Source: an optimization exercise on an open RTL-to-GDS flow (aim: small area and a short achievable clock period). Production flows keep margins and buffers that such runs may drop. RTL that was checked went through simulation tests only; none was proved equivalent to the original. No activity file was given, so power comes from the tool's default toggle rates.

// idStage
module idStage (
    input  logic                            clk,
    input  logic                            rst,
    input  mips_pkg::instrUnion             inst,
    input  logic [32-1:0]     pc,
    input  logic                            wbWriteEnable,
    input  logic [5-1:0] wbWriteAddr,
    input  logic [32-1:0]     wbWriteData,
    output logic [32-1:0]     rsValue,
    output logic [32-1:0]     rtValue,
    output logic [32-1:0]     extImm,
    output logic [32-1:0]     idData,
    output logic [32-1:0]     branchTarget,
    output logic                            branchTaken,
    output logic                            isBranch
);
==> module idNextPc, before the edit <==
module idNextPc (
    input  logic [25:0]                  index26,
    input  logic [32-1:0]  pc,
    input  logic                         signedExt,
    input  logic [32-1:0]  rsValue,
    input  logic                         jumpReg,
    input  logic                         jumpImm,
    output logic [32-1:0]  branchTarget
);
    logic [15:0] imm;
    logic [16:0] lowSum;     
    logic        negImm;
    logic [13:0] hi;         
    logic [13:0] hiInc;
    logic [13:0] hiDec;
    logic [3:0]  region;     
    logic [32-1:0] relTarget;
    assign imm    = index26[15:0];
    assign negImm = signedExt & imm[15];
    assign lowSum = {1'b0, pc[17:2]} + {1'b0, imm} + 17'd1;
    assign hiInc  = pc[31:18] + 14'd1;
    assign hiDec  = pc[31:18] - 14'd1;
    always_comb begin
        case ({lowSum[16], negImm})
            2'b10:   hi = hiInc;
            2'b01:   hi = hiDec;
            default: hi = pc[31:18];
        endcase
    end
    assign relTarget = {hi, lowSum[15:0], pc[1:0]};
    assign region    = pc[31:28] + {3'b0, &pc[27:2]};
    always_comb begin
        if (jumpReg) begin
            branchTarget = rsValue;
        end else if (jumpImm) begin
            branchTarget = {region, index26, 2'b00};
        end else begin
            branchTarget = relTarget;
        end
    end
endmodule
==> flow/config.mk <==
export PLATFORM = sky130hd
export DESIGN_NAME = idStage
export DESIGN_NICKNAME = idStage
export VERILOG_FILES = /design/flow/design.v
export SDC_FILE = /design/flow/constraint.sdc
export NUM_CORES = 4
export LEC_CHECK = 0
export CAP_MARGIN = 20
export CORE_MARGIN = 2
export CORE_UTILIZATION = 50
export SETUP_SLACK_MARGIN = 3
export SLEW_MARGIN = 20
export SYNTH_HIERARCHICAL = 1
export TNS_END_PERCENT = 10
==> flow/constraint.sdc <==
create_clock -name core_clock -period 11.0 [get_ports {clk}]
set_input_delay 2.2000 -clock core_clock [delete_from_list [all_inputs] [get_ports {clk}]]
set_output_delay 2.2000 -clock core_clock [all_outputs]
set_load 0.01 [all_outputs]
standard.sh (not shown) runs the stock make flow with config.mk's settings and CLKGATE_MAP_FILE= SYNTH_SCRIPT=/design/flow/synth_recipe.tcl, a recipe that flattens the netlist after the stock synthesis.
==> flow/flow/run.sh <==
#!/bin/bash
# Layout flow: the standard ORFS flow (standard.sh, which also runs the
# standard synthesis), with two changes:
#  - the buffers that buffer_ports puts on every input and output port are
#    plain buf_2 cells instead of the delay cells it picks by default;
#  - clock tree synthesis clusters up to 20 sinks per leaf buffer and
#    inserts no dummy loads, for a smaller clock tree.
# make's full output goes to flow_make.log here; each ORFS step's log stays
# under orfs/logs/.
set -euo pipefail
bash standard.sh \
    "BUFFER_PORTS_ARGS=-buffer_cell sky130_fd_sc_hd__buf_2" \
    "CTS_ARGS=-sink_clustering_enable -repair_clock_nets -sink_clustering_size 20 -sink_clustering_max_diameter 100 -dont_use_dummy_load" \
    finish > flow_make.log 2>&1
Next try:
--- a/flow/design.v
+++ b/flow/design.v
@@ -204,43 +204,59 @@
     input  logic [32-1:0]  rsValue,
     input  logic                         jumpReg,
     input  logic                         jumpImm,
     output logic [32-1:0]  branchTarget
 );
     logic [15:0] imm;
-    logic [16:0] lowSum;     
+    logic [15:0] lowSum;
+    logic        carry;
     logic        negImm;
-    logic [13:0] hi;         
-    logic [13:0] hiInc;
-    logic [13:0] hiDec;
+    logic [13:0] hiCarry;    
+    logic [13:0] hiNoCarry;  
     logic [3:0]  region;     
-    logic [32-1:0] relTarget;
     assign imm    = index26[15:0];
     assign negImm = signedExt & imm[15];
-    assign lowSum = {1'b0, pc[17:2]} + {1'b0, imm} + 17'd1;
-    assign hiInc  = pc[31:18] + 14'd1;
-    assign hiDec  = pc[31:18] - 14'd1;
-    always_comb begin
-        case ({lowSum[16], negImm})
-            2'b10:   hi = hiInc;
-            2'b01:   hi = hiDec;
-            default: hi = pc[31:18];
-        endcase
-    end
-    assign relTarget = {hi, lowSum[15:0], pc[1:0]};
-    assign region    = pc[31:28] + {3'b0, &pc[27:2]};
+    idLowAdd lowAdd (.a(pc[17:2]), .b(imm), .sum(lowSum), .carry(carry));
+    idHiAdjust hiAdj (.hi(pc[31:18]), .neg(negImm), .hiCarry(hiCarry), .hiNoCarry(hiNoCarry));
+    idRegion reg4 (.pc(pc[31:2]), .region(region));
     always_comb begin
         if (jumpReg) begin
             branchTarget = rsValue;
         end else if (jumpImm) begin
             branchTarget = {region, index26, 2'b00};
         end else begin
-            branchTarget = relTarget;
+            branchTarget = {carry ? hiCarry : hiNoCarry, lowSum, pc[1:0]};
         end
     end
 endmodule
+module idLowAdd (
+    input  logic [15:0] a,
+    input  logic [15:0] b,
+    output logic [15:0] sum,
+    output logic        carry
+);
+    assign {carry, sum} = {1'b0, a} + {1'b0, b} + 17'd1;
+endmodule
+module idHiAdjust (
+    input  logic [13:0] hi,
+    input  logic        neg,
+    output logic [13:0] hiCarry,
+    output logic [13:0] hiNoCarry
+);
+    logic [13:0] inc, dec;
+    assign inc       = hi + 14'd1;
+    assign dec       = hi - 14'd1;
+    assign hiCarry   = neg ? hi  : inc;
+    assign hiNoCarry = neg ? dec : hi;
+endmodule
+module idRegion (
+    input  logic [29:0] pc,      
+    output logic [3:0]  region
+);
+    assign region = pc[29:26] + {3'b0, &pc[25:0]};
+endmodule
 `timescale 1ns/100ps
 module regFile (
     input  logic                            clk,
     input  logic                            rst,
     input  logic [5-1:0] readAddrA,
     input  logic [5-1:0] readAddrB,
- synthesized area came out higher by 0.64%
- final area came out lower by 1.5%
- routed wire length came out lower by 0.97%
- sequential power barely changes
- utilization came out lower by 1.1 points
- clock power is about the same
For the first run of this note, only the layout was checked, not whether the RTL still works.

what the ideal ports hide:
The flow's constraints put no driver on any port. The routed layouts listed below were extracted and timed again, unchanged, in two steps.
Step 1: set_driving_cell puts a clkbuf_16 on clk and a buf_2 on each other input, an assumption about the parent block.
Step 2 times the ports against the registers' clock, not the clock port: input delays grow and output delays shrink by t, the midpoint of the rising clock arrivals with the driver on.
a / b / c = ideal / step 1 / step 2; a / b = the first two.
run	t (ns)	setup WS [ns]	worst setup path after step 2
the first run	0.756	2.344 / 2.231 / 2.231	input to output
the second run	0.756	2.428 / 2.260 / 2.260	input to output
After both steps setup and hold are still met in every run listed. For the second run, which loses most, drivers alone change the setup slack by -0.168 ns; drivers and shift together by -0.168 ns.
